From an optimization exercise on the open Yosys and OpenROAD flow, aimed at small area, a short achievable clock period and few clock cycles; shortcuts taken in it are not production practice. At most, simulation tests tie the RTL to the original design; equivalence was not proved. No functional check of the RTL was part of runs 4 and 5. No activity file was given, so power comes from the tool's default toggle rates.

--- run.sh ---
#!/bin/bash
# synth_recipe.tcl (not shown) runs the flow's synth.tcl, then flattens the netlist and writes it again
# the make line also repeats each setting of config.mk as NAME=value (left out here)
make -C /OpenROAD-flow-scripts/flow DESIGN_CONFIG=/design/flow/config.mk WORK_HOME=/design/flow/orfs CLKGATE_MAP_FILE= SYNTH_SCRIPT=/design/flow/synth_recipe.tcl finish
--- config.mk ---
export PLATFORM = sky130hd
export DESIGN_NAME = multi_mode_task_scheduler
export DESIGN_NICKNAME = multi_mode_task_scheduler
export VERILOG_FILES = /design/flow/design.v
export SDC_FILE = /design/flow/constraint.sdc
export NUM_CORES = 4
export LEC_CHECK = 0
export CAP_MARGIN = 20
export CORE_MARGIN = 2
export CORE_UTILIZATION = 30
export CTS_CLUSTER_DIAMETER = 100
export CTS_CLUSTER_SIZE = 18
export PLACE_DENSITY = 0.45
export SETUP_SLACK_MARGIN = 4.5
export SLEW_MARGIN = 20
--- constraint.sdc ---
create_clock -name core_clock -period 9.0 [get_ports {clk_i}]
set_input_delay 1.8000 -clock core_clock [delete_from_list [all_inputs] [get_ports {clk_i}]]
set_output_delay 1.8000 -clock core_clock [all_outputs]
set_load 0.01 [all_outputs]
--- design.v ---
`default_nettype none
package mmts_pkg;
  localparam int unsigned TIME_W        = 16;
  localparam int unsigned ID_W          = 8;
  localparam int unsigned SLICE_W       = 8;
  localparam int unsigned MODE_W        = 2;
  localparam int unsigned QUANT_W       = 8;
  localparam int unsigned CFG_IDX_W     = 1;
  localparam int unsigned CFG_DATA_W    = 8;
  localparam int unsigned DEF_MAX_TASKS = 16;
endpackage
`default_nettype wire
`default_nettype none
module multi_mode_task_scheduler #(
  parameter int unsigned MAX_TASKS = 16
) (
  input  wire          clk_i,
  input  wire          rst_ni,
  input  wire          cfg_we_i,
  input  wire [0:0]    cfg_index_i,
  input  wire [7:0]    cfg_wdata_i,
  input  wire          in_valid_i,
  output logic         in_ready_o,
  input  wire          operation_i,
  input  wire [7:0]    task_id_i,
  input  wire [15:0]   arrival_time_i,
  input  wire [15:0]   burst_length_i,
  output logic         out_valid_o,
  input  wire          out_ready_i,
  output logic [15:0]  current_time_o,
  output logic         load_rejected_o,
  output logic         running_valid_o,
  output logic [7:0]   running_id_o,
  output logic         finished_o,
  output logic [15:0]  turnaround_time_o,
  output logic [15:0]  waiting_time_o,
  output logic [15:0]  response_time_o,
  output logic         all_done_o
);
  localparam int N = 16;
  logic [1:0]   mode_q;
  logic [7:0]   quantum_q;
  logic [15:0]  time_q;
  logic [7:0]   slice_q;
  logic         exp_q;                             
  logic [15:0]  act_rem_q;                         
  logic [N-1:0] used_q, inq_q, run_q, cand_q;      
  logic         anyq_q;                            
  logic [N-1:0] joined_q, started_q;               
  logic [N-1:0] rmz_q;                             
  logic [N*8-1:0]  id_q;
  logic [N*16-1:0] arr_q, rm_q, first_q;
  logic [N*17-1:0] ab_q;                           
  logic [N*N-1:0] b_q, s_q, q_q;
  logic         in_v_q, in_op_q;
  logic [7:0]   in_id_q;
  logic [15:0]  x_q;      
  logic [15:0]  z_q;      
  logic         s1_v_q, s1_tinc_q, s1_rej_q, s1_runv_q, s1_fin_q, s1_alld_q;
  logic [N-1:0] s1_last_q;                        
  logic         out_valid_q;
  logic s2_free, s1_free, ex_go, acc, tick, load;
  assign s2_free     = !out_valid_q || out_ready_i;
  assign s1_free     = !s1_v_q || s2_free;
  assign ex_go       = in_v_q && s1_free;
  assign in_ready_o  = !in_v_q || s1_free;
  assign out_valid_o = out_valid_q;
  assign acc  = in_valid_i && in_ready_o;
  assign tick = ex_go && in_op_q;
  assign load = ex_go && !in_op_q;
  function automatic logic le16(input logic [15:0] a, input logic [15:0] b);
    logic [15:0] g, e;
    logic [7:0]  g1, e1;
    logic [3:0]  g2, e2;
    logic [1:0]  g3, e3;
    g = ~a & b;
    e = ~(a ^ b);
    for (int k = 0; k < 8; k++) begin
      g1[k] = g[2*k+1] | (e[2*k+1] & g[2*k]);
      e1[k] = e[2*k+1] & e[2*k];
    end
    for (int k = 0; k < 4; k++) begin
      g2[k] = g1[2*k+1] | (e1[2*k+1] & g1[2*k]);
      e2[k] = e1[2*k+1] & e1[2*k];
    end
    for (int k = 0; k < 2; k++) begin
      g3[k] = g2[2*k+1] | (e2[2*k+1] & g2[2*k]);
      e3[k] = e2[2*k+1] & e2[2*k];
    end
    le16 = g3[1] | (e3[1] & (g3[0] | e3[0]));
  endfunction
  function automatic logic is_pred(input logic [15:0] z, input logic [15:0] r);
    logic [15:0] y;
    logic        ok;
    y  = ~r;
    ok = !(z[0] ^ y[0]);
    for (int p = 0; p < 15; p++) begin
      ok = ok && ((z[p+1] ^ y[p+1]) == (z[p] | y[p]));
    end
    is_pred = ok;
  endfunction
  logic [N-1:0] rlt, req;
  always_comb begin
    for (int i = 0; i < N; i++) begin
      rlt[i] = le16(z_q, rm_q[i*16 +: 16]);
      req[i] = is_pred(z_q, rm_q[i*16 +: 16]);
    end
  end
  logic         is_srtf, is_rr, act_v, expire, anyq, anyw, r_wins, keep_run;
  logic         newsel, preempt, selv, fin;
  logic [N-1:0] cand, x_rr, x_p, x_all, vset, win, sel, inq_next, run_next, brow, live;
  logic [15:0]  rm_w, time_p1;
  assign is_srtf = (mode_q == 2'd1);
  assign is_rr   = (mode_q == 2'd2);
  assign act_v   = |run_q;
  assign expire  = is_rr && exp_q && act_v;
  assign anyq    = anyq_q;
  assign cand    = cand_q;
  assign x_rr    = expire ? run_q : '0;
  assign vset    = (is_rr && anyq) ? inq_q : is_rr ? cand : (inq_q | cand);
  logic [N-1:0]   mm [N];
  logic [N*N-1:0] se;
  always_comb begin
    brow = '0;
    for (int i = 0; i < N; i++) begin
      mm[i][i] = 1'b1;
      for (int j = i + 1; j < N; j++) begin
        if (run_q[i])      se[i*N+j] = rlt[j] || (req[j] && b_q[i*N+j]);
        else if (run_q[j]) se[i*N+j] = !(rlt[i] || (req[i] && !b_q[i*N+j]));
        else               se[i*N+j] = s_q[i*N+j];
        mm[i][j] = is_srtf ? s_q[i*N+j] : (is_rr && anyq) ? q_q[i*N+j] : b_q[i*N+j];
        mm[j][i] = !mm[i][j];
        brow[j] = brow[j] | (run_q[i] && b_q[i*N+j]);
        brow[i] = brow[i] | (run_q[j] && !b_q[i*N+j]);
      end
    end
    for (int i = 0; i < N; i++) begin
      win[i] = vset[i] && (&(~vset | mm[i]));
    end
  end
  assign live     = rlt | (req & brow);            
  assign anyw     = |vset;                         
  assign r_wins   = &(~vset | live);               
  assign keep_run = act_v && (is_srtf ? r_wins : is_rr ? (!expire || !anyw) : 1'b1);
  assign sel      = keep_run ? run_q : win;
  assign newsel   = (!keep_run && anyw) || (expire && !anyw);
  assign preempt  = is_srtf && act_v && !r_wins;
  assign x_p      = preempt ? run_q : '0;
  assign x_all    = x_rr | x_p;
  assign selv     = keep_run || anyw;
  always_comb begin
    rm_w = '0;
    for (int i = 0; i < N; i++) begin
      rm_w = rm_w | (win[i] ? rm_q[i*16 +: 16] : 16'd0);
    end
  end
  logic         fin_k, fin_w, anyq_next, two_vw;
  logic [N-1:0] vw;
  logic [15:0]  act_rem_d, z_d, z_k, z_n, z_other;
  logic         next_op;
  assign fin_k    = (z_q == 16'd1);
  assign fin_w    = |(win & rmz_q);
  assign fin      = keep_run ? fin_k : fin_w;
  assign vw       = inq_q | cand | x_rr | ((is_srtf && act_v) ? run_q : '0);
  assign inq_next = keep_run ? (inq_q | cand) : (vw & ~win);
  always_comb begin
    logic seen;
    seen   = 1'b0;
    two_vw = 1'b0;
    for (int i = 0; i < N; i++) begin
      two_vw = two_vw | (seen & vw[i]);
      seen   = seen | vw[i];
    end
  end
  assign anyq_next = keep_run ? |(inq_q | cand) : (anyw ? two_vw : |vw);
  assign run_next  = keep_run ? (fin_k ? '0 : run_q) : (fin_w ? '0 : win);
  assign act_rem_d = !tick ? act_rem_q : keep_run ? z_q - 16'd1 : rm_w;
  assign next_op   = acc ? operation_i : in_op_q;
  assign z_other   = acc ? burst_length_i : z_q;
  assign z_k       = !next_op ? z_other : tick ? z_q - 16'd1 : act_rem_q;
  assign z_n       = !next_op ? z_other : tick ? rm_w : act_rem_q;
  assign z_d       = keep_run ? z_k : z_n;
  assign time_p1  = (time_q != 16'hFFFF) ? time_q + 16'd1 : time_q;
  logic [15:0] time_d, time_p1_d;
  assign time_d    = tick ? time_p1 : time_q;
  assign time_p1_d = (time_d != 16'hFFFF) ? time_d + 16'd1 : time_d;
  logic         alld_tick, alld_now, alive_one;
  logic [N-1:0] alive;
  assign alive     = used_q & (~joined_q | inq_q | run_q);
  assign alld_now  = (alive == '0);
  always_comb begin
    logic seen, two;
    seen = 1'b0;
    two  = 1'b0;
    for (int i = 0; i < N; i++) begin
      two  = two | (seen & alive[i]);
      seen = seen | alive[i];
    end
    alive_one = seen & !two;
  end
  assign alld_tick = alld_now || (alive_one && (keep_run ? (|(alive & run_q) && fin_k)
                                                        : (|(alive & win) && fin_w)));
  logic [N-1:0] ale;
  always_comb begin
    for (int i = 0; i < N; i++) begin
      ale[i] = le16(arr_q[i*16 +: 16], x_q);
    end
  end
  logic         reject, ld_en, arr_now;
  logic [N-1:0] newslot;
  assign reject  = used_q[N-1] || (z_q == 16'd0);
  assign ld_en   = load && !reject;
  assign newslot = ~used_q & {used_q[N-2:0], 1'b1};
  assign arr_now = le16(x_q, time_q);
  logic [7:0] quantum_d, q_eff_d, slice_inc, slice_d;
  assign quantum_d = (cfg_we_i && cfg_index_i == 1'b1) ? cfg_wdata_i : quantum_q;
  assign q_eff_d   = (quantum_d == 8'd0) ? 8'd1 : quantum_d;
  assign slice_inc = (slice_q != 8'hFF) ? slice_q + 8'd1 : slice_q;
  assign slice_d   = (tick && selv) ? (newsel ? 8'd1 : slice_inc) : slice_q;
  always_ff @(posedge clk_i or negedge rst_ni) begin
    if (!rst_ni) begin
      mode_q      <= 2'd0;
      quantum_q   <= 8'd1;
      time_q      <= '0;
      used_q      <= '0;
      inq_q       <= '0;
      anyq_q      <= 1'b0;
      run_q       <= '0;
      cand_q      <= '0;
      in_v_q      <= 1'b0;
      s1_v_q      <= 1'b0;
      out_valid_q <= 1'b0;
    end else begin
      if (cfg_we_i && cfg_index_i == 1'b0) mode_q <= cfg_wdata_i[1:0];
      quantum_q <= quantum_d;
      if (tick) begin
        time_q <= time_p1;
        inq_q  <= inq_next;
        anyq_q <= anyq_next;
        run_q  <= run_next;
        cand_q <= used_q & ~(joined_q | cand_q) & ale;
      end
      if (ld_en) begin
        cand_q <= cand_q | (newslot & {N{arr_now}});
      end
      if (ld_en) begin
        used_q <= used_q | newslot;
      end
      in_v_q      <= acc || (in_v_q && !s1_free);
      s1_v_q      <= ex_go || (s1_v_q && !s2_free);
      out_valid_q <= (s1_v_q && s2_free) || (out_valid_q && !out_ready_i);
    end
  end
  always_ff @(posedge clk_i) begin
    if (acc) begin
      in_op_q  <= operation_i;
      in_id_q  <= task_id_i;
    end
    slice_q <= slice_d;
    exp_q   <= (tick && selv) ? (newsel ? (q_eff_d == 8'd1) : (slice_inc >= q_eff_d))
                              : (slice_q >= q_eff_d);
    act_rem_q <= act_rem_d;
    z_q       <= z_d;
    x_q       <= (acc ? operation_i : in_op_q) ? time_p1_d : acc ? arrival_time_i : x_q;
    for (int i = 0; i < N; i++) begin
      if ((ld_en && newslot[i]) || (tick && run_q[i])) begin
        rm_q[i*16 +: 16] <= z_q - 16'd1;
        rmz_q[i]         <= (z_q == 16'd1);
      end
      if (ld_en && newslot[i]) begin
        id_q[i*8 +: 8]      <= in_id_q;
        arr_q[i*16 +: 16]   <= x_q;
        ab_q[i*17 +: 17]    <= {1'b0, x_q} + {1'b0, z_q};
        joined_q[i]  <= 1'b0;
        started_q[i] <= 1'b0;
      end
      if (tick) begin
        joined_q[i]  <= joined_q[i] | cand[i];
        if (sel[i]) begin
          started_q[i] <= 1'b1;
          if (!started_q[i]) first_q[i*16 +: 16] <= time_q;
        end
      end
    end
    for (int i = 0; i < N; i++) begin
      for (int j = i + 1; j < N; j++) begin
        if (ld_en && newslot[j]) begin
          b_q[i*N+j] <= ale[i];
        end
        if ((ld_en && newslot[j]) || (tick && (run_q[i] || run_q[j]))) begin
          s_q[i*N+j] <= (!in_op_q) ? !(rlt[i] || (req[i] && !ale[i])) :
                        run_q[i]   ? (rlt[j] || (req[j] && b_q[i*N+j])) :
                                     !(rlt[i] || (req[i] && !b_q[i*N+j]));
        end
        if (tick) begin
          q_q[i*N+j] <= !x_all[i] && (x_all[j] || (cand[i] ? (cand[j] && b_q[i*N+j])
                                                            : (cand[j] || q_q[i*N+j])));
        end
      end
    end
  end
  always_ff @(posedge clk_i) begin
    if (ex_go) begin
      s1_tinc_q <= in_op_q && (time_q != 16'hFFFF);
      s1_rej_q  <= !in_op_q && reject;
      s1_runv_q <= in_op_q && selv;
      s1_fin_q  <= in_op_q && fin;
      s1_alld_q <= in_op_q ? alld_tick : (reject && alld_now);
      s1_last_q <= in_op_q ? sel : '0;
    end
  end
  logic [7:0]  id_l;
  logic [15:0] arr_l, first_l, ta, wt, rt;
  logic [16:0] ab_l, wt17;
  always_comb begin
    id_l = '0; arr_l = '0; ab_l = '0; first_l = '0;
    for (int i = 0; i < N; i++) begin
      id_l    = id_l    | (s1_last_q[i] ? id_q[i*8 +: 8]      : 8'd0);
      arr_l   = arr_l   | (s1_last_q[i] ? arr_q[i*16 +: 16]   : 16'd0);
      ab_l    = ab_l    | (s1_last_q[i] ? ab_q[i*17 +: 17]    : 17'd0);
      first_l = first_l | (s1_last_q[i] ? first_q[i*16 +: 16] : 16'd0);
    end
  end
  assign ta = time_q - arr_l;
  assign wt17 = {1'b0, time_q} - ab_l;
  assign wt = wt17[16] ? 16'd0 : wt17[15:0];
  assign rt = first_l - arr_l;
  always_ff @(posedge clk_i) begin
    if (s1_v_q && s2_free) begin
      current_time_o    <= time_q - {15'd0, s1_tinc_q};
      load_rejected_o   <= s1_rej_q;
      running_valid_o   <= s1_runv_q;
      running_id_o      <= id_l;
      finished_o        <= s1_fin_q;
      turnaround_time_o <= s1_fin_q ? ta : 16'd0;
      waiting_time_o    <= s1_fin_q ? wt : 16'd0;
      response_time_o   <= s1_fin_q ? rt : 16'd0;
      all_done_o        <= s1_alld_q;
    end
  end
endmodule
`default_nettype wire
==> impl_metrics.toml, run 1 <==
[clocking]
clockBufferDepth = 4
clkTransAtPathRegs_ns = 0.09
cts_made_buffers = 136
clk_latency_ns = 0.90
cts_sinks = 1833
h-tree-depth = 4
holdBufCountCts = 0
cts_tree = "yes"
cts_root_buf = "clkbuf_16"

[min_path]
hold_path.class = "reg -> reg"
min_to = "all_done_o"
min-delay-start = "s1_alld_q"
hold_depth = 0

[critical_path]
rr_endpoint = "first_q[225]"
crit_type = "reg -> reg"
cp_max_fo = 16
cpPeakStageDelay_ns = 0.53
end_kind = "register"
path_cells = "clkinvlp_4, buf_4, buf_4, ha_1, inv_1, fa_1, or4_4, nor3_4, nand4_1, nor2_2, a21oi_2, a211oi_2, nand4_1, nor3_4, buf_12, o21ai_4, clkbuf_16, buf_4, buf_8, mux2i_4, nor3_4, buf_12"
reg2reg_depth = 22
cp.arrival_ns = 5.77
crit_slowest_cell = "or4_4"
r2r_slack_ns = 3.80
start_kind = "register"
crit_required_ns = 9.57
r2r_start = "z_q[2]"

[layout]
nNetsFinal = 9920
layout-drive-gt1-share = 0.1724
syn2layout_area_growth_pct = 20.69

[synth]
synthTopCellsByCount = "edfxtp_1 (1705), inv_1 (689), nand2_1 (627), ha_1 (613), a21oi_1 (557)"
synth_edf_count = 1705
ys_seq_elements = 1833
yosysTopAreaCell = "edfxtp_1"
synth.area.top_cells = "edfxtp_1 (51%), ha_1 (7.7%), a21oi_1 (2.8%), fa_1 (2.6%), inv_1 (2.6%)"
ys.warnings.count = 2
syn_avg_cell_area_um2 = 11.67
synth_area_um2 = 100100
yosysUniqueCellTypes = 108
synth.yosys.seq_area_share = 0.5419
synth.most_common_cell = "edfxtp_1"
yosysTopAreaCellShare = 0.5116
synth_cells = 8576
synth_flop_cell = "edfxtp_1"
synth-async-reset-ratio = 0.05128

[drt]
via_count = 82110
drt-pass1-iter-count = 8
vias_per_cell = 6.035
wl_um = 527600
antenna_left = 0
drtIter0Drc = 11280
avgRoutedWirePerCell_um = 38.78
drc = 0

[placement]
pre_cts_slack_ns = 1.802
gp_congestion = 1.030
io_buffer_count = 132
dp_hpwl_um = 351800

[flow_run]
maxCapViolCount = 0

[power_and_ir_drop]
power.switching_mw = 9.793
p_clk_frac = 0.248
peakVddDrop_mv = 0.1370
pwr-share-seq = 0.415
power.density_nw_per_um2 = 215.5
swShare = 0.3762
combPwrFrac = 0.338
p_int_mw = 16.24
cellLeakagePower_nw = 45.18

[timing]
tns_ns = 0
min_period_ns = 5.199
slew-limit-headroom = 0.1294
worst_pin_slew_ns = 1.303
final.setup.worst_slack_ns = 3.801
finalSetupViolCount = 0
fin_skew_ns = 0.07626
rsz0062_at_grt = "true"
final.period_utilization = 0.5777
final-max-slew-violation-count = 0
max_freq_mhz = 192.3
finalHoldViolCount = 0

[global_route]
grt_pass1_wl_um = 701600
grt_max_degree = 122
grt_usage = 0.3022
antenna_found_initial = 45
grt_pass1_vias = 78470
grt-ovfl-total = 0

[floorplan]
die_x_um = 581.6
die_area_um2 = 338300
die_h_um = 581.6
rows = 212
start_util = 0.3007
core_um2 = 332900
ios = 133

[run_status]
outcome = "no timing/DRC/antenna violations"
flip-flops by register name, summed over array words and instances, names as in the netlist, 120 cells and up:
name	cells
rm_q	256
b_q	120
ab_q	272
q_q	120
id_q	128
first_q	256
arr_q	256
s_q	120
how the worst max path moves through the flow:
| stage | start | end | slack [ns] | cells past startpoint |
|---|---|---|---|---|
| finish | z_q[2] | first_q[225] | 3.80 | 22 |
| global route | z_q[6] | first_q[249] | 3.73 | 21 |
| CTS | z_q[4] | first_q[209] | 3.90 | 21 |
| detailed placement | out_ready_i | x_q[9] | 1.80 | 16 |
| global placement | out_ready_i | x_q[9] | 1.50 | 16 |
| floorplan | z_q[0] | first_q[0] | 4.30 | 17 |
power by group through the flow:
stage,registers [mW],logic (mW),clock network [mW]
detailed placement,11.0,7.61,0
finish,10.8,8.79,6.45
global placement,11.0,7.54,0
global route,10.8,9.16,6.79
floorplan,10.9,4.03,0
CTS,10.8,8.30,6.54
what timing repair did:
action	4_1_cts	5_1_grt
endpoints found under the setup margin	1900	1029
cloned	46	4
pin swaps	98	107
setup buffers	266	86
gates resized for setup	679	287
area by class of cell:
class                   instances  area, µm²
repair inverters                5      35.03
inverters                     697       2800
diodes                         14      35.03
clock inverters                37      380.4
repair buffers                864       9403
well taps                    4387       5489
fillers                     32340     212100
clock buffers                 186       3771
multi-input cells            5583      44580
flip-flops and latches       1833      54300
worst max-delay path: cells and delay by family, from the launching register on:
kind            cells  cell delay [ns]
compound gates      3             0.38
mux                 1             0.19
simple gates        7             1.87
flops               1             0.40
fa+ha+maj           2             0.60
buf+inv             9             1.36
cell usage in the layout, fill, tap and decap left out, types with 198 or more instances in the layout:
cell type     n
inv_1       641
o21ai_0     410
nor2_1      299
a22o_1      198
nand2_1     606
a22oi_1     295
edfxtp_1   1705
a21oi_1     417
ha_1        606
buf_4       461
cell families after synthesis:
logic type / Yosys count / share of synthesized area
AO/OA/AOI/OAI: 2467 / 0.1694
AND/OR/NAND/NOR: 1970 / 0.1011
flip-flops: 1833 / 0.5419
buffers and inverters: 1173 / 0.04797
adder cells (fa/ha/maj): 749 / 0.1034
XOR/XNOR: 204 / 0.01785
multiplexers: 180 / 0.01833
stage by stage:
| stage | total power [mW] | instances | instance area (µm²) | util | hold WS [ns] |
|---|---|---|---|---|---|
| after floorplan | 14.91 | 8576 | 100500 | - | 0.4003 |
| after global placement | 18.55 | 12960 | 108200 | 0.3249 | 0.4039 |
| after detailed placement | 18.62 | 12960 | 108300 | 0.3253 | 0.4167 |
| after CTS | 25.62 | 13500 | 118600 | 0.3562 | 0.4372 |
| after global routing | 26.77 | 13600 | 120800 | 0.3628 | 0.4515 |
| final | 26.03 | 13610 | 120800 | 0.3629 | 0.4405 |
metal layers:
layer,part of all wire,vias to the layer above,global-route usage
met3,0.091,1150,0.06030
met4,0.066,30,0.1650
met2,0.44,4774,0.4695
met1,0.40,42520,0.3945
met5,0.00059,-,0.002693
li1,-,33640,-
Testbench counts, summed over its fixed seeds: cycles 11,053.
==> run 2, diff against run 1 <==
--- a/config.mk
+++ b/config.mk
@@ -9,6 +9,6 @@
 export CORE_MARGIN = 2
-export CORE_UTILIZATION = 30
+export CORE_UTILIZATION = 38
 export CTS_CLUSTER_DIAMETER = 100
 export CTS_CLUSTER_SIZE = 18
-export PLACE_DENSITY = 0.45
+export PLACE_DENSITY = 0.6
 export SETUP_SLACK_MARGIN = 4.5
==> run 2 against run 1 <==
Non-clock buffer count decreased by 97. Wire length shrank 5.7%. Flip-flop and latch count unchanged. Clock-buffer cell count is 16 lower. Area after synthesis unchanged. Design area fell by 1.8%. Combinational power about the same. Maximum frequency increased by 2.5%. Register-to-register slack better by 0.13 ns. Largest power group unchanged.
==> impl_metrics.toml, run 2 <==
[run_status]
outcome = "no timing/DRC/antenna violations"

[min_path]
hold_path.class = "reg -> reg"
min_to = "started_q[4]"
min-delay-start = "started_q[4]"
hold_depth = 2

[critical_path]
crit_required_ns = 9.59
cp_max_fo = 34
rr_endpoint = "first_q[187]"
end_kind = "register"
cp_top_family = "buffers and inverters"
crit_type = "reg -> reg"
cp.arrival_ns = 5.66
crit_buf_inv = 8
r2r_slack_ns = 3.93
start_kind = "register"
reg2reg_depth = 18
path_cells = "buf_4, inv_1, o22ai_1, nor4_1, nand2_1, a21oi_2, a211oi_2, nand4_1, buf_4, nor3_4, o21ai_4, buf_12, buf_12, buf_8, buf_6, mux2i_4, nor3_4, clkbuf_16"
r2r_start = "run_q[2]"
cpPeakStageDelay_ns = 0.85
crit_slowest_cell = "dfrtp_2"

[clocking]
clk_latency_ns = 0.89
cts_root_buf = "clkbuf_16"
cts_tree = "yes"
clockBufferDepth = 3
h-tree-depth = 4
cts_made_buffers = 131
clkTransAtPathRegs_ns = 0.09
cts_sinks = 1833

[timing]
final.period_utilization = 0.5638
final-max-slew-violation-count = 0
max_freq_mhz = 197.1
fin_skew_ns = 0.07945
worst_pin_slew_ns = 1.250
tns_ns = 0
finalSetupViolCount = 0
rsz0062_at_grt = "true"
min_period_ns = 5.074
slew-limit-headroom = 0.1657
finalHoldViolCount = 0

[power_and_ir_drop]
power.density_nw_per_um2 = 218.7
peakVddDrop_mv = 0.2355
cellLeakagePower_nw = 44.72

[floorplan]
core_um2 = 262300
die_h_um = 517.2
rows = 188
die_area_um2 = 267500
ios = 133
die_x_um = 517.2
start_util = 0.3816

[layout]
largest_register_ffs = 272
layout_common_cells = "edfxtp_1 (1705), inv_1 (638), nand2_1 (609)"
layout.cells.non_filler = 12630
syn2layout_area_growth_pct = 18.47
nNetsFinal = 9818
layout-drive-gt1-share = 0.1599
top_register = "ab_q"
final_common_cell = "edfxtp_1"

[drt]
drt-pass1-iter-count = 7
via_count = 83470
drc = 0
drtIter0Drc = 13230
wl_um = 497500
antenna_left = 0
vias_per_cell = 6.610
avgRoutedWirePerCell_um = 39.40

[global_route]
busiest_layer = "met2"
grt_pass1_wl_um = 663000
use_met1 = 0.4665
grt-ovfl-total = 0
antenna_found_initial = 46
grt_max_degree = 94
grt_usage = 0.3607
grt_use_met2 = 0.5232
grt_pass1_vias = 78490
use_met3 = 0.1115

[placement]
io_buffer_count = 132
dp_hpwl_um = 319700
gp_congestion = 1.049
dpl.cell_count = 12060

[synth]
synth-async-reset-ratio = 0.05128
yosysTopAreaCellShare = 0.5116
synth_area_um2 = 100100
yosysUniqueCellTypes = 108
ys.warnings.count = 2
synth.area.top_cells = "edfxtp_1 (51%), ha_1 (7.7%), a21oi_1 (2.8%), fa_1 (2.6%), inv_1 (2.6%)"
syn_avg_cell_area_um2 = 11.67
synth_flop_cell = "edfxtp_1"
synth_cells = 8576
synth_edf_count = 1705
synth.most_common_cell = "edfxtp_1"
ys_seq_elements = 1833
synthTopCellsByCount = "edfxtp_1 (1705), inv_1 (689), nand2_1 (627), ha_1 (613), a21oi_1 (557)"
synth.yosys.seq_area_share = 0.5419
yosysTopAreaCell = "edfxtp_1"

[flow_run]
maxCapViolCount = 0
## run 2: kinds of logic (layout without fill, tap and decap cells)
logic type	after synthesis	after routing	synth area share
xor gates and xnor gates	204	204	0.01785
buffers and inverters	1173	1681	0.04797
AOI/OAI and AO/OA	2467	2468	0.1694
muxes	180	180	0.01833
adders and majority gates	749	749	0.1034
DFF	1833	1833	0.5419
and+or+nand+nor	1970	1982	0.1011
other	0	15	0
## run 2: worst max path at each step
stage | to | cells after the start | slack [ns] | from
floorplan | first_q[0] | 17 | 4.30 | z_q[0]
global placement | x_q[9] | 16 | 2.08 | out_ready_i
detailed placement | x_q[9] | 16 | 2.05 | out_ready_i
CTS | first_q[29] | 22 | 4.14 | z_q[2]
global route | first_q[182] | 23 | 3.90 | z_q[0]
finish | first_q[187] | 18 | 3.93 | run_q[2]
## run 2: worst reg2reg max path, cell delays in order, from the launching register on
cell,delay (ns)
dfrtp_2,0.85
buf_4,0.63
inv_1,0.44
o22ai_1,0.32
nor4_1,0.09
nand2_1,0.26
a21oi_2,0.11
a211oi_2,0.20
nand4_1,0.11
buf_4,0.17
nor3_4,0.26
o21ai_4,0.10
buf_12,0.16
buf_12,0.13
buf_8,0.12
buf_6,0.11
mux2i_4,0.19
nor3_4,0.31
clkbuf_16,0.25
## run 2: through the flow
stage          worst slack, ns  instance area, µm²  utilization  total power, mW  hold slack [ns]
2_1_floorplan            4.305              100500            -            14.91           0.4003
3_3_place_gp             2.080              106900       0.4075            18.34           0.4729
3_5_place_dp             2.050              107000       0.4079            18.45           0.4755
4_1_cts                  4.138              116400       0.4440            25.29           0.4859
5_1_grt                  3.897              118500       0.4520            26.52           0.5179
6_report                 3.926              118600       0.4521            25.93           0.4854
## run 2: final cells by class
type	instances	area, µm²
Fill cell	23870	143700
Sequential cell	1833	54300
Multi-Input combinational cell	5583	44400
Timing Repair Buffer	767	8361
Tap cell	3515	4398
Clock buffer	170	3445
Inverter	697	2820
Clock inverter	42	775.7
Antenna cell	15	37.54
Timing Repair inverter	5	32.53
## run 2: what timing repair did
item | in CTS | in global routing
setup endpoints to repair | 1788 | 779
cloned | 40 | 8
buffers inserted | 234 | 62
gates resized for setup | 526 | 330
hold buffers | 0 | 0
pin swaps | 117 | 85
hold endpoints to repair | 0 | 0
## run 2: power breakdown
part / switching [mW] / leakage [nW] / internal (mW) / total, mW
Sequential: 0.455 / 16.8 / 10.3 / 10.8
Combinational: 5.94 / 25.9 / 2.82 / 8.76
Clock: 3.42 / 2.00 / 2.95 / 6.37
## run 2: routing by layer
layer	share of wire	routed length (µm)
met5	0.00079	393
met4	0.081	40430
met3	0.12	61440
met2	0.42	206700
met1	0.38	188500
==> run 3, diff against run 2 <==
--- a/config.mk
+++ b/config.mk
@@ -9,7 +9,7 @@
 export CORE_MARGIN = 2
-export CORE_UTILIZATION = 38
+export CORE_UTILIZATION = 42
 export CTS_CLUSTER_DIAMETER = 100
 export CTS_CLUSTER_SIZE = 18
-export PLACE_DENSITY = 0.6
-export SETUP_SLACK_MARGIN = 4.5
+export PLACE_DENSITY = 0.65
+export SETUP_SLACK_MARGIN = 4.0
 export SLEW_MARGIN = 20
==> run 3 against run 2 <==
Synthesized cell count did not move. Combinational power fell by about 10%. Sequential share of layout area rose by 2.5 points. Sequential power barely moved. Largest cell class unchanged. Register-to-register slack got worse by 0.15 ns. Wire length fell by 11%. Highest routed layer unchanged. Flip-flop and latch count did not move. Clock-buffer cell count fell by 2. Via count fell by 2.9%.
==> impl_metrics.toml, run 3 <==
[synth]
ys.warnings.count = 2
synth.yosys.seq_area_share = 0.5419
syn_avg_cell_area_um2 = 11.67
yosysTopAreaCellShare = 0.5116
synth_cells = 8576
synth.most_common_cell = "edfxtp_1"
ys_seq_elements = 1833
synth_flop_cell = "edfxtp_1"
synthTopCellsByCount = "edfxtp_1 (1705), inv_1 (689), nand2_1 (627), ha_1 (613), a21oi_1 (557)"
yosysUniqueCellTypes = 108
synth_edf_count = 1705
synth_area_um2 = 100100
synth.area.top_cells = "edfxtp_1 (51%), ha_1 (7.7%), a21oi_1 (2.8%), fa_1 (2.6%), inv_1 (2.6%)"
yosysTopAreaCell = "edfxtp_1"
synth-async-reset-ratio = 0.05128

[critical_path]
path_cells = "buf_8, buf_4, mux2i_1, a221oi_1, a22oi_1, nand2_1, nor4_4, buf_6, nand2_1, o21ai_0, a221oi_2, nand3_1, or3_1, and2_1"
end_kind = "register"
crit_required_ns = 9.62
cp_max_fo = 42
cp.arrival_ns = 5.85
cpPeakStageDelay_ns = 0.83
crit_type = "reg -> reg"
start_kind = "register"
crit_slowest_cell = "a221oi_1"
crit_top_cell = "nand2_1"

[layout]
layout-drive-gt1-share = 0.1048
syn2layout_area_growth_pct = 12.34
top_register = "ab_q"
final_common_cell = "edfxtp_1"
layout_common_cells = "edfxtp_1 (1705), inv_1 (650), nand2_1 (618)"
fill_cells = 21240
nNetsFinal = 9601
layout.cells.non_filler = 12060
largest_register_ffs = 272

[flow_run]
maxCapViolCount = 0

[floorplan]
die_area_um2 = 242200
start_util = 0.4216
core_um2 = 237400
ios = 133
die_h_um = 492.2
rows = 179
die_x_um = 492.2

[timing]
fin_skew_ns = 0.07562
rsz0062_at_grt = "true"
final.period_utilization = 0.5809
finalSetupViolCount = 0
final-max-slew-violation-count = 0
tns_ns = 0
max_freq_mhz = 191.3
final.setup.worst_slack_ns = 3.772
worst_pin_slew_ns = 1.341
finalHoldViolCount = 0
min_period_ns = 5.228
slew-limit-headroom = 0.1036

[clocking]
clockBufferDepth = 3
cts_sinks = 1833
h-tree-depth = 3
clk_latency_ns = 0.87
clkTransAtPathRegs_ns = 0.09
holdBufCountCts = 0
cts_root_buf = "clkbuf_16"
cts_tree = "yes"
cts_made_buffers = 121

[power_and_ir_drop]
peakVddDrop_mv = 0.1955
power.density_nw_per_um2 = 217.5
cellLeakagePower_nw = 42.69

[placement]
gp_congestion = 1.066
io_buffer_count = 132
dpl.cell_count = 11680
pre_cts_slack_ns = 2.276
dp_hpwl_um = 297400

[drt]
avgRoutedWirePerCell_um = 36.89
via_count = 81030
drc = 0
drt-pass1-iter-count = 8
wl_um = 444900
vias_per_cell = 6.718
drtIter0Drc = 13260
antenna_left = 0

[global_route]
grt_pass1_wl_um = 605600
grt_pass1_vias = 76180
antenna_found_initial = 21
grt-ovfl-total = 0
grt_max_degree = 136
grt_usage = 0.3546

[run_status]
outcome = "no timing/DRC/antenna violations"

[min_path]
hold_path.class = "reg -> reg"
==> run 3: final cells by class <==
cell class	count	area [µm²]	area share
Multi-Input combinational cell	5576	42370	0.3768
Timing Repair Buffer	570	5391	0.04795
Antenna cell	12	30.03	0.0002671
Sequential cell	1833	54290	0.4828
Tap cell	3167	3963	0.03524
Clock buffer	168	3208	0.02853
Inverter	697	2745	0.02441
Clock inverter	36	426.7	0.003795
Timing Repair inverter	2	17.52	0.0001558
==> run 3: repair_timing <==
| action | in CTS | in global routing |
|---|---|---|
| pin swaps | 30 | 11 |
| setup endpoints to repair | 1206 | 637 |
| gates cloned | 8 | 5 |
| hold endpoints to repair | 0 | 0 |
| setup buffers | 87 | 61 |
| gates resized for setup | 99 | 122 |
==> run 3: final timing paths <==
| kind | from | endpoint | slack, ns | cells after the start |
|---|---|---|---|---|
| max | mode_q[0] | act_rem_q[1] | 3.77 | 14 |
| min | s1_runv_q | running_valid_o | 0.42 | 0 |
| max reg2reg | mode_q[0] | act_rem_q[1] | 3.77 | 14 |
| min reg2reg | s1_runv_q | running_valid_o | 0.42 | 0 |
| max in group asynchronous | rst_ni | anyq_q | 6.63 | 2 |
| min in group asynchronous | rst_ni | time_q[15] | 0.94 | 1 |
==> run 3: worst max-delay path: cells and delay by family (launching register included) <==
kind,cells,cell delay (ns)
compound gates,4,1.90
buf+inv,3,1.01
flops,1,0.67
mux,1,0.11
simple gates,6,1.18
==> run 3: stage by stage <==
step | cell area [µm²] | hold slack [ns] | total power, mW | utilization
floorplan | 100300 | 0.4003 | 14.89 | -
global route | 112400 | 0.4271 | 25.05 | 0.4735
detailed placement | 106100 | 0.4185 | 18.17 | 0.4469
global placement | 106000 | 0.4184 | 18.03 | 0.4466
finish | 112400 | 0.4247 | 24.45 | 0.4736
CTS | 111200 | 0.4255 | 23.91 | 0.4683
==> run 3: logic make-up after synthesis <==
group                      Yosys count  share of synthesized area
DFF                               1833                     0.5419
AOI/OAI and AO/OA                 2467                     0.1694
xor gates and xnor gates           204                    0.01785
adders and majority gates          749                     0.1034
and+or+nand+nor                   1970                     0.1011
muxes                              180                    0.01833
buffers and inverters             1173                    0.04797
==> run 3: power by group <==
part / internal, mW / switching (mW)
registers: 10.3 / 0.484
logic: 2.47 / 5.41
clock network: 2.54 / 3.20
total: 15.4 / 9.10
==> run 3: per-layer routing <==
layer | GRT usage | vias up | wire, µm
met4 | 0.2207 | 8 | 34710
li1 | - | 32920 | -
met5 | 0.002740 | - | 113
met2 | 0.5231 | 6261 | 189700
met3 | 0.1008 | 1461 | 57550
met1 | 0.4600 | 40390 | 162900
==> run 4, diff against run 3 <==
--- a/design.v
+++ b/design.v
@@ -49,3 +49,2 @@
   logic [N-1:0] joined_q, started_q;               
-  logic [N-1:0] rmz_q;                             
   logic [N*8-1:0]  id_q;
@@ -59,6 +58,6 @@
   logic         s1_v_q, s1_tinc_q, s1_rej_q, s1_runv_q, s1_fin_q, s1_alld_q;
-  logic [N-1:0] s1_last_q;                        
-  logic         out_valid_q;
+  logic [3:0]   s1_last_q;
+  logic         s2_v_q, out_valid_q;
   logic s2_free, s1_free, ex_go, acc, tick, load;
-  assign s2_free     = !out_valid_q || out_ready_i;
+  assign s2_free     = !s2_v_q || !out_valid_q || out_ready_i;
   assign s1_free     = !s1_v_q || s2_free;
@@ -141,4 +140,4 @@
   assign live     = rlt | (req & brow);            
-  assign anyw     = |vset;                         
-  assign r_wins   = &(~vset | live);               
+  assign anyw     = |win;
+  assign r_wins   = !anyw || |(win & live);
   assign keep_run = act_v && (is_srtf ? r_wins : is_rr ? (!expire || !anyw) : 1'b1);
@@ -156,28 +155,7 @@
   end
-  logic         fin_k, fin_w, anyq_next, two_vw;
-  logic [N-1:0] vw;
-  logic [15:0]  act_rem_d, z_d, z_k, z_n, z_other;
-  logic         next_op;
-  assign fin_k    = (z_q == 16'd1);
-  assign fin_w    = |(win & rmz_q);
-  assign fin      = keep_run ? fin_k : fin_w;
-  assign vw       = inq_q | cand | x_rr | ((is_srtf && act_v) ? run_q : '0);
-  assign inq_next = keep_run ? (inq_q | cand) : (vw & ~win);
-  always_comb begin
-    logic seen;
-    seen   = 1'b0;
-    two_vw = 1'b0;
-    for (int i = 0; i < N; i++) begin
-      two_vw = two_vw | (seen & vw[i]);
-      seen   = seen | vw[i];
-    end
-  end
-  assign anyq_next = keep_run ? |(inq_q | cand) : (anyw ? two_vw : |vw);
-  assign run_next  = keep_run ? (fin_k ? '0 : run_q) : (fin_w ? '0 : win);
-  assign act_rem_d = !tick ? act_rem_q : keep_run ? z_q - 16'd1 : rm_w;
-  assign next_op   = acc ? operation_i : in_op_q;
-  assign z_other   = acc ? burst_length_i : z_q;
-  assign z_k       = !next_op ? z_other : tick ? z_q - 16'd1 : act_rem_q;
-  assign z_n       = !next_op ? z_other : tick ? rm_w : act_rem_q;
-  assign z_d       = keep_run ? z_k : z_n;
+  logic [15:0] act_rem_d;
+  assign act_rem_d = (tick && selv) ? (keep_run ? z_q - 16'd1 : rm_w) : act_rem_q;
+  assign fin      = keep_run ? (z_q == 16'd1) : (anyw && rm_w == 16'd0);
+  assign inq_next = (inq_q | cand | x_all) & ~sel;
+  assign run_next = fin ? '0 : sel;
   assign time_p1  = (time_q != 16'hFFFF) ? time_q + 16'd1 : time_q;
@@ -190,14 +168,4 @@
   assign alld_now  = (alive == '0);
-  always_comb begin
-    logic seen, two;
-    seen = 1'b0;
-    two  = 1'b0;
-    for (int i = 0; i < N; i++) begin
-      two  = two | (seen & alive[i]);
-      seen = seen | alive[i];
-    end
-    alive_one = seen & !two;
-  end
-  assign alld_tick = alld_now || (alive_one && (keep_run ? (|(alive & run_q) && fin_k)
-                                                        : (|(alive & win) && fin_w)));
+  assign alive_one = $onehot(alive);
+  assign alld_tick = alld_now || (alive_one && |(alive & sel) && fin);
   logic [N-1:0] ale;
@@ -231,2 +199,3 @@
       s1_v_q      <= 1'b0;
+      s2_v_q      <= 1'b0;
       out_valid_q <= 1'b0;
@@ -238,3 +207,3 @@
         inq_q  <= inq_next;
-        anyq_q <= anyq_next;
+        anyq_q <= |inq_next;
         run_q  <= run_next;
@@ -250,3 +219,4 @@
       s1_v_q      <= ex_go || (s1_v_q && !s2_free);
-      out_valid_q <= (s1_v_q && s2_free) || (out_valid_q && !out_ready_i);
+      s2_v_q      <= (s1_v_q && s2_free) || (s2_v_q && out_valid_q && !out_ready_i);
+      out_valid_q <= s2_v_q || (out_valid_q && !out_ready_i);
     end
@@ -262,3 +232,3 @@
     act_rem_q <= act_rem_d;
-    z_q       <= z_d;
+    z_q       <= (acc ? operation_i : in_op_q) ? act_rem_d : acc ? burst_length_i : z_q;
     x_q       <= (acc ? operation_i : in_op_q) ? time_p1_d : acc ? arrival_time_i : x_q;
@@ -267,3 +237,2 @@
         rm_q[i*16 +: 16] <= z_q - 16'd1;
-        rmz_q[i]         <= (z_q == 16'd1);
       end
@@ -288,9 +257,6 @@
           b_q[i*N+j] <= ale[i];
-        end
-        if ((ld_en && newslot[j]) || (tick && (run_q[i] || run_q[j]))) begin
-          s_q[i*N+j] <= (!in_op_q) ? !(rlt[i] || (req[i] && !ale[i])) :
-                        run_q[i]   ? (rlt[j] || (req[j] && b_q[i*N+j])) :
-                                     !(rlt[i] || (req[i] && !b_q[i*N+j]));
+          s_q[i*N+j] <= !(rlt[i] || (req[i] && !ale[i]));
         end
         if (tick) begin
+          if (run_q[i] || run_q[j]) s_q[i*N+j] <= se[i*N+j];
           q_q[i*N+j] <= !x_all[i] && (x_all[j] || (cand[i] ? (cand[j] && b_q[i*N+j])
@@ -308,8 +274,18 @@
       s1_alld_q <= in_op_q ? alld_tick : (reject && alld_now);
-      s1_last_q <= in_op_q ? sel : '0;
+      s1_last_q <= 4'd0;
+      for (int i = 0; i < N; i++) begin
+        if (sel[i]) s1_last_q <= 4'(i);
+      end
     end
   end
+  logic        s2_tinc_q, s2_rej_q, s2_runv_q, s2_fin_q, s2_alld_q;
+  logic [15:0] s2_time_q, s2_arr_q, s2_first_q;
+  logic [16:0] s2_ab_q;
+  logic [7:0]  s2_id_q;
+  logic        s3_free, s2_go;
+  assign s3_free = !out_valid_q || out_ready_i;
+  assign s2_go   = s1_v_q && (!s2_v_q || s3_free);
   logic [7:0]  id_l;
-  logic [15:0] arr_l, first_l, ta, wt, rt;
-  logic [16:0] ab_l, wt17;
+  logic [15:0] arr_l, first_l;
+  logic [16:0] ab_l;
   always_comb begin
@@ -317,23 +293,41 @@
     for (int i = 0; i < N; i++) begin
-      id_l    = id_l    | (s1_last_q[i] ? id_q[i*8 +: 8]      : 8'd0);
-      arr_l   = arr_l   | (s1_last_q[i] ? arr_q[i*16 +: 16]   : 16'd0);
-      ab_l    = ab_l    | (s1_last_q[i] ? ab_q[i*17 +: 17]    : 17'd0);
-      first_l = first_l | (s1_last_q[i] ? first_q[i*16 +: 16] : 16'd0);
+      if (s1_last_q == 4'(i)) begin
+        id_l    = id_q[i*8 +: 8];
+        arr_l   = arr_q[i*16 +: 16];
+        ab_l    = ab_q[i*17 +: 17];
+        first_l = first_q[i*16 +: 16];
+      end
+    end
+  end
+  always_ff @(posedge clk_i) begin
+    if (s2_go) begin
+      s2_tinc_q  <= s1_tinc_q;
+      s2_rej_q   <= s1_rej_q;
+      s2_runv_q  <= s1_runv_q;
+      s2_fin_q   <= s1_fin_q;
+      s2_alld_q  <= s1_alld_q;
+      s2_time_q  <= time_q;
+      s2_id_q    <= id_l;
+      s2_arr_q   <= arr_l;
+      s2_ab_q    <= ab_l;
+      s2_first_q <= first_l;
     end
   end
-  assign ta = time_q - arr_l;
-  assign wt17 = {1'b0, time_q} - ab_l;
+  logic [15:0] ta, wt, rt;
+  logic [16:0] wt17;
+  assign ta = s2_time_q - s2_arr_q;
+  assign wt17 = {1'b0, s2_time_q} - s2_ab_q;
   assign wt = wt17[16] ? 16'd0 : wt17[15:0];
-  assign rt = first_l - arr_l;
+  assign rt = s2_first_q - s2_arr_q;
   always_ff @(posedge clk_i) begin
-    if (s1_v_q && s2_free) begin
-      current_time_o    <= time_q - {15'd0, s1_tinc_q};
-      load_rejected_o   <= s1_rej_q;
-      running_valid_o   <= s1_runv_q;
-      running_id_o      <= id_l;
-      finished_o        <= s1_fin_q;
-      turnaround_time_o <= s1_fin_q ? ta : 16'd0;
-      waiting_time_o    <= s1_fin_q ? wt : 16'd0;
-      response_time_o   <= s1_fin_q ? rt : 16'd0;
-      all_done_o        <= s1_alld_q;
+    if (s2_v_q && s3_free) begin
+      current_time_o    <= s2_time_q - {15'd0, s2_tinc_q};
+      load_rejected_o   <= s2_rej_q;
+      running_valid_o   <= s2_runv_q;
+      running_id_o      <= s2_runv_q ? s2_id_q : 8'd0;
+      finished_o        <= s2_fin_q;
+      turnaround_time_o <= s2_fin_q ? ta : 16'd0;
+      waiting_time_o    <= s2_fin_q ? wt : 16'd0;
+      response_time_o   <= s2_fin_q ? rt : 16'd0;
+      all_done_o        <= s2_alld_q;
     end
--- a/config.mk
+++ b/config.mk
@@ -9,7 +9,5 @@
 export CORE_MARGIN = 2
-export CORE_UTILIZATION = 42
-export CTS_CLUSTER_DIAMETER = 100
-export CTS_CLUSTER_SIZE = 18
-export PLACE_DENSITY = 0.65
-export SETUP_SLACK_MARGIN = 4.0
+export CORE_UTILIZATION = 25
+export PLACE_DENSITY = 0.35
+export SETUP_SLACK_MARGIN = 3.2
 export SLEW_MARGIN = 20
==> run 4 against run 3 <==
Still clean. Area after synthesis rose by 4.2%. Clock power rose by 76%. Core utilization fell by 17 points. Power rose by 81%. Synthesized cell count rose by 7.2%. Clock skew rose by 0.042 ns. Combinational power rose to 2.7 times the previous value. Largest cell class unchanged. Largest power group is now combinational cells. Highest routed layer unchanged.
==> impl_metrics.toml, run 4 <==
[clocking]
cts_sinks = 1884
clockBufferDepth = 4
cts_root_buf = "clkbuf_16"
cts_tree = "yes"
cts_made_buffers = 239
h-tree-depth = 4
clkTransAtPathRegs_ns = 0.06
clk_latency_ns = 1.02

[critical_path]
crit_end = "s1_alld_q"
cp.arrival_ns = 6.69
r2r_start = "mode_q[0]"
cp_max_fo = 11
startpoint = "mode_q[0]"
crit_required_ns = 9.71
crit_type = "reg -> reg"
rr_endpoint = "s1_alld_q"
r2r_slack_ns = 3.01
crit_slowest_cell = "mux2i_1"
end_kind = "register"
cpPeakStageDelay_ns = 0.91
start_kind = "register"
reg2reg_depth = 15
path_cells = "buf_4, buf_4, mux2i_1, a221o_2, o22ai_1, nor4_1, nand2_2, o22a_1, o2111a_1, a21oi_1, nor3_4, mux2i_1, o221ai_1, nor3_1, o21ai_1"

[floorplan]
ios = 133
rows = 237
die_h_um = 650.0
die_x_um = 650.0
core_um2 = 416000
die_area_um2 = 422500
start_util = 0.2508

[power_and_ir_drop]
swShare = 0.4598
peakVddDrop_mv = 0.2207
power.switching_mw = 20.30
cellLeakagePower_nw = 46.52
power.density_nw_per_um2 = 354.5
finalPower_mw = 44.14
p_int_mw = 23.84
combPwrFrac = 0.479
pwr-share-seq = 0.292
p_clk_frac = 0.229

[timing]
rsz0062_at_grt = "true"
whs_ns = 0.4237
tns_ns = 0
finalSetupViolCount = 0
finalHoldViolCount = 0
fin_skew_ns = 0.1178
max_freq_mhz = 167.0
final-max-slew-violation-count = 0
final.period_utilization = 0.6652
slew-limit-headroom = 0.1743
min_period_ns = 5.987
worst_pin_slew_ns = 1.204

[flow_run]
maxCapViolCount = 0

[placement]
gp_congestion = 1.012
placed_area_um2 = 114900
dp_hpwl_um = 421800
io_buffer_count = 132

[global_route]
grt-ovfl-total = 0
grt_pass1_vias = 82520
grt_pass1_wl_um = 780000
grt_usage = 0.2700
grt_max_degree = 147
antenna_found_initial = 83

[run_status]
outcome = "no timing/DRC/antenna violations"

[layout]
syn2layout_area_growth_pct = 19.35
top_register = "ab_q"
layout_common_cells = "edfxtp_1 (1755), nand2_1 (744), inv_1 (719)"
layout-drive-gt1-share = 0.1209
stdcell_area_um2 = 124500
nNetsFinal = 10470
largest_register_ffs = 272
final_common_cell = "edfxtp_1"

[synth]
synthTopCellsByCount = "edfxtp_1 (1755), inv_1 (750), nand2_1 (750), ha_1 (618), o21ai_0 (563)"
synth_flop_cell = "edfxtp_1"
yosysTopAreaCell = "edfxtp_1"
yosysUniqueCellTypes = 101
synth.yosys.seq_area_share = 0.5345
ys.warnings.count = 2
synth-async-reset-ratio = 0.05042
synth.area.top_cells = "edfxtp_1 (51%), ha_1 (7.4%), fa_1 (2.7%), o21ai_0 (2.7%), inv_1 (2.7%)"
yosysTopAreaCellShare = 0.5051
synth_cells = 9194
syn_avg_cell_area_um2 = 11.35
ys_seq_elements = 1884
synth_area_um2 = 104300
synth.most_common_cell = "edfxtp_1"
synth_edf_count = 1755

[drt]
wl_um = 590600
avgRoutedWirePerCell_um = 38.39
vias_per_cell = 5.570
via_count = 85700
drt-pass1-iter-count = 6
antenna_left = 0
drtIter0Drc = 11130
drc = 0

[min_path]
hold_path.class = "reg -> reg"
-- run 4: cell count changes after synthesis, moves of 109 or more --
cell	before	now
a22o_1	198	54
o21ai_0	442	563
clkbuf_1	289	414
nand2_1	627	750
a221oi_1	216	85
nor2_1	351	460
-- run 4: metal layers --
layer | part of all wire | track usage
met5 | 0.00035 | 0.001698
met1 | 0.44 | 0.3727
met2 | 0.44 | 0.4135
met4 | 0.051 | 0.1144
met3 | 0.075 | 0.04895
-- run 4: worst max-delay path, delay by kind of cell (launching register included) --
kind / cells / cell delay (ns)
multiplexers: 2 / 1.37
AND/OR/NAND/NOR: 4 / 1.27
buffers and inverters: 2 / 0.68
flip-flops: 1 / 0.57
AO/OA/AOI/OAI: 7 / 1.79
-- run 4: worst min path at each step --
stage / start / end / slack [ns] / cells past startpoint
after floorplan: s2_alld_q / all_done_o / 0.40 / 0
after global placement: s2_alld_q / all_done_o / 0.41 / 0
after detailed placement: s2_rej_q / load_rejected_o / 0.41 / 0
after CTS: s2_rej_q / load_rejected_o / 0.42 / 0
after global routing: s2_alld_q / all_done_o / 0.43 / 0
final: s2_rej_q / load_rejected_o / 0.42 / 0
-- run 4: cell type report --
class                           instances  area (µm²)
Antenna cell                           28       70.07
Clock buffer                          294        6371
Clock inverter                        149        1627
Fill cell                           42410      291500
Inverter                              768        2974
Multi-Input combinational cell       6147       45310
Sequential cell                      1884       55800
Tap cell                             5497        6878
Timing Repair Buffer                  619        5483
-- run 4: kinds of logic (layout without fill, tap and decap cells) --
logic type | Yosys count | in the layout | synth area share
AOI/OAI and AO/OA | 2703 | 2703 | 0.1769
xor gates and xnor gates | 187 | 187 | 0.01570
and+or+nand+nor | 2208 | 2211 | 0.1068
muxes | 166 | 166 | 0.01619
buffers and inverters | 1285 | 1830 | 0.04847
other | 1 | 148 | 0.00003594
adders and majority gates | 760 | 760 | 0.1014
DFF | 1884 | 1884 | 0.5345
-- run 4: power by group through the flow --
stage / Sequential, mW / Clock, mW / Combinational, mW
2_1_floorplan: 12.6 / 0 / 9.91
4_1_cts: 12.9 / 10.4 / 20.7
3_3_place_gp: 13.1 / 0 / 20.1
3_5_place_dp: 13.1 / 0 / 20.1
6_report: 12.9 / 10.1 / 21.1
5_1_grt: 12.9 / 10.6 / 22.3
-- run 4: per-stage QoR --
| step | cells | util | setup WS [ns] |
|---|---|---|---|
| after floorplan | 9313 | - | 3.306 |
| after global placement | 14840 | 0.2760 | 1.224 |
| after detailed placement | 14840 | 0.2762 | 1.349 |
| after CTS | 15350 | 0.2982 | 3.172 |
| after global routing | 15370 | 0.2992 | 3.139 |
| final | 15390 | 0.2993 | 3.013 |
-- run 4: repair_timing --
action | 4_1_cts | 5_1_grt
hold endpoints to repair | 0 | 0
buffers inserted | 56 | 10
pin swaps | 8 | 6
endpoints found under the setup margin | 480 | 277
gates cloned | 5 | 2
hold buffers | 0 | 0
resized for setup | 111 | 60
==> run 5, diff against run 4 <==
--- a/design.v
+++ b/design.v
@@ -49,2 +49,3 @@
   logic [N-1:0] joined_q, started_q;               
+  logic [N-1:0] rmz_q;                             
   logic [N*8-1:0]  id_q;
@@ -140,4 +141,4 @@
   assign live     = rlt | (req & brow);            
-  assign anyw     = |win;
-  assign r_wins   = !anyw || |(win & live);
+  assign anyw     = |vset;                         
+  assign r_wins   = &(~vset | live);               
   assign keep_run = act_v && (is_srtf ? r_wins : is_rr ? (!expire || !anyw) : 1'b1);
@@ -157,3 +158,3 @@
   assign act_rem_d = (tick && selv) ? (keep_run ? z_q - 16'd1 : rm_w) : act_rem_q;
-  assign fin      = keep_run ? (z_q == 16'd1) : (anyw && rm_w == 16'd0);
+  assign fin      = keep_run ? (z_q == 16'd1) : |(win & rmz_q);
   assign inq_next = (inq_q | cand | x_all) & ~sel;
@@ -168,3 +169,12 @@
   assign alld_now  = (alive == '0);
-  assign alive_one = $onehot(alive);
+  always_comb begin
+    logic seen, two;
+    seen = 1'b0;
+    two  = 1'b0;
+    for (int i = 0; i < N; i++) begin
+      two  = two | (seen & alive[i]);
+      seen = seen | alive[i];
+    end
+    alive_one = seen & !two;
+  end
   assign alld_tick = alld_now || (alive_one && |(alive & sel) && fin);
@@ -237,2 +247,3 @@
         rm_q[i*16 +: 16] <= z_q - 16'd1;
+        rmz_q[i]         <= (z_q == 16'd1);
       end
--- a/config.mk
+++ b/config.mk
@@ -11,3 +11,3 @@
 export PLACE_DENSITY = 0.35
-export SETUP_SLACK_MARGIN = 3.2
+export SETUP_SLACK_MARGIN = 4.0
 export SLEW_MARGIN = 20
==> run 5 against run 4 <==
Still clean. Sequential share of layout area decreased by 0.81 points. Critical path depth increased by 4. Clock power decreased by 4%. Critical endpoint is now anyq_q.
==> impl_metrics.toml, run 5 <==
[global_route]
grt_usage = 0.2672
grt-ovfl-total = 0
grt_pass1_vias = 82870
antenna_found_initial = 54
grt_max_degree = 102
grt_pass1_wl_um = 763200

[critical_path]
crit_type = "reg -> reg"
r2r_start = "run_q[2]"
crit_top_cell = "buf_4"
crit_required_ns = 9.88
cpPeakStageDelay_ns = 0.95
startpoint = "run_q[2]"
start_kind = "register"
path_cells = "buf_4, clkinv_1, buf_4, o22ai_1, nor4_2, o211ai_1, and4_4, nand3b_1, buf_6, o31ai_4, buf_4, buf_12, buf_12, mux2i_4, buf_4, buf_6, a22oi_1, and4_1, a41oi_2"
crit_buf_inv = 9
cp.arrival_ns = 6.54
crit_slowest_cell = "clkinv_1"
end_kind = "register"
cp_top_family = "buffers and inverters"
cp_max_fo = 14

[drt]
drc = 0
antenna_left = 0
via_count = 86010
vias_per_cell = 5.554
drtIter0Drc = 11010
drt-pass1-iter-count = 10
wl_um = 579800
avgRoutedWirePerCell_um = 37.44

[run_status]
outcome = "no timing/DRC/antenna violations"

[synth]
syn_avg_cell_area_um2 = 11.36
synth.yosys.seq_area_share = 0.5424
synth_cells = 9126
yosysTopAreaCellShare = 0.5129
synth_area_um2 = 103700
synth_flop_cell = "edfxtp_1"
ys_seq_elements = 1900
synth_edf_count = 1771
synth-async-reset-ratio = 0.05000
yosysTopAreaCell = "edfxtp_1"
synth.most_common_cell = "edfxtp_1"
synth.area.top_cells = "edfxtp_1 (51%), ha_1 (7.4%), nand2_1 (2.7%), o21ai_0 (2.7%), inv_1 (2.7%)"
ys.warnings.count = 2
yosysUniqueCellTypes = 104
synthTopCellsByCount = "edfxtp_1 (1771), nand2_1 (755), inv_1 (748), ha_1 (613), o21ai_0 (562)"

[clocking]
cts_root_buf = "clkbuf_16"
h-tree-depth = 4
clkTransAtPathRegs_ns = 0.06
cts_sinks = 1900
clk_latency_ns = 0.98
clockBufferDepth = 4
cts_made_buffers = 235
cts_tree = "yes"

[placement]
dp_hpwl_um = 397300
io_buffer_count = 132
placed_area_um2 = 114600
gp_congestion = 1.030

[floorplan]
core_um2 = 413100
ios = 133
rows = 236
die_h_um = 648.0
die_area_um2 = 419900
start_util = 0.2510
die_x_um = 648.0

[layout]
top_register = "ab_q"
largest_register_ffs = 272
nNetsFinal = 10590
stdcell_area_um2 = 127900
layout-drive-gt1-share = 0.1625
final_common_cell = "edfxtp_1"
layout_common_cells = "edfxtp_1 (1771), nand2_1 (732), inv_1 (711)"
syn2layout_area_growth_pct = 23.33

[timing]
slew-limit-headroom = 0.2006
finalSetupViolCount = 0
min_period_ns = 5.664
final.period_utilization = 0.6293
max_freq_mhz = 176.6
worst_pin_slew_ns = 1.192
finalHoldViolCount = 0
tns_ns = 0
fin_skew_ns = 0.08809
rsz0062_at_grt = "true"
final-max-slew-violation-count = 0

[min_path]
min-delay-start = "s1_fin_q"
hold_path.class = "reg -> reg"

[power_and_ir_drop]
peakVddDrop_mv = 0.1878
cellLeakagePower_nw = 47.52
power.density_nw_per_um2 = 308.2

[flow_run]
maxCapViolCount = 0
## run 5: cell type report
| class | count | area [µm²] |
|---|---|---|
| Timing Repair Buffer | 799 | 8230 |
| Clock inverter | 123 | 1174 |
| Inverter | 761 | 2965 |
| Antenna cell | 28 | 70.07 |
| Fill cell | 41770 | 285200 |
| Timing Repair inverter | 2 | 17.52 |
| Multi-Input combinational cell | 6094 | 45910 |
| Tap cell | 5474 | 6849 |
| Sequential cell | 1900 | 56260 |
| Clock buffer | 304 | 6385 |
## run 5: layer usage
layer,global-route usage,vias to the layer above,routed length [µm]
met2,0.4156,4750,256000
li1,-,35830,-
met3,0.06024,1247,49060
met1,0.3508,44170,242500
met5,0,-,68
met4,0.1261,10,32110
## run 5: worst reg2reg max path, stage by stage (launching register included)
cell and delay [ns]:
dfrtp_1 0.32, buf_4 0.24, clkinv_1 0.95, buf_4 0.59
o22ai_1 0.38, nor4_2 0.12, o211ai_1 0.46, and4_4 0.36
nand3b_1 0.10, buf_6 0.15, o31ai_4 0.32, buf_4 0.19
buf_12 0.12, buf_12 0.14, mux2i_4 0.35, buf_4 0.17
buf_6 0.10, a22oi_1 0.06, and4_1 0.27, a41oi_2 0.22
## run 5: kinds of logic (layout without fill, tap and decap cells)
group	after synthesis	in the layout	synth area share
other cells	1	148	0.00003617
buf+inv	1254	1989	0.04678
xor+xnor	189	189	0.01597
fa+ha+maj	747	747	0.09966
flops	1900	1900	0.5424
mux	188	188	0.02025
simple gates	2085	2088	0.09477
compound gates	2762	2762	0.1801
## run 5: power by group
part	leakage (nW)	switching (mW)	internal [mW]
logic	25.9	11.9	5.63
clock network	3.71	4.18	5.52
registers	17.9	0.711	11.4
## run 5: final timing paths
| path | endpoint | slack, ns | cells after the start |
|---|---|---|---|
| worst max-delay path | anyq_q | 3.34 | 19 |
| worst min-delay path | s2_fin_q | 0.44 | 0 |
| worst max register to register | anyq_q | 3.34 | 19 |
| worst min register to register | s2_fin_q | 0.44 | 0 |
| max in group asynchronous | cand_q[12] | 6.75 | 2 |
| min in group asynchronous | time_q[8] | 0.93 | 1 |
## run 5: repair_timing
action	4_1_cts	5_1_grt
endpoints found under the setup margin	750	672
pin swaps	61	78
resized for setup	325	402
cloned	16	12
hold buffers	0	0
setup buffers	149	75
## run 5: through the flow
| step | total power, mW | hold WS (ns) | setup WS (ns) | util | std cells |
|---|---|---|---|---|---|
| after detailed placement | 28.09 | 0.4166 | 2.175 | 0.2774 | 14780 |
| final | 39.41 | 0.4353 | 3.336 | 0.3095 | 15490 |
| after global placement | 28.08 | 0.4185 | 2.212 | 0.2770 | 14770 |
| after CTS | 38.83 | 0.4360 | 3.588 | 0.3032 | 15370 |
| after floorplan | 19.91 | 0.4003 | 3.586 | - | 9245 |
| after global routing | 40.78 | 0.4504 | 3.312 | 0.3094 | 15460 |

[static timing again, ports no longer ideal]
How much do the figures lean on ideal ports? The routed layouts below were timed once more, with nothing changed but the port constraints. Step 1: set_driving_cell puts a clkbuf_16 on clk_i and a buf_2 on each other input, an assumption about the parent block. Step 2 moves the port delays by t, midway between the first and last clock arrival at a register: inputs arrive t later, outputs are due t later. That takes back most of the time a late clock gives input paths. Slacks: ideal / step 1 / step 2; pairs: ideal / step 1.
| run | shift t [ns] | setup WS [ns] | hold slack, ns | worst setup path at the end | cell pins on the clock port's net |
|---|---|---|---|---|---|
| run 1 | 0.976 | 3.801 / 3.801 / 3.597 | 0.441 / 0.441 / 0.441 | input to register | 1 |
| run 2 | 0.956 | 3.926 / 3.926 / 3.640 | 0.485 / 0.485 / 0.485 | input to register | 1 |
| run 3 | 0.931 | 3.772 / 3.772 / 3.315 | 0.425 / 0.425 / 0.425 | input to register | 1 |
| run 4 | 1.063 | 3.013 / 3.013 / 2.558 | 0.424 / 0.424 / 0.424 | input to register | 1 |
| run 5 | 1.057 | 3.336 / 3.336 / 3.254 | 0.435 / 0.435 / 0.435 | input to register | 1 |
After both steps setup and hold are still met in every run listed. The setup slack of run 3, which loses most, moves by 0.000 ns with the drivers and by -0.457 ns with both steps.
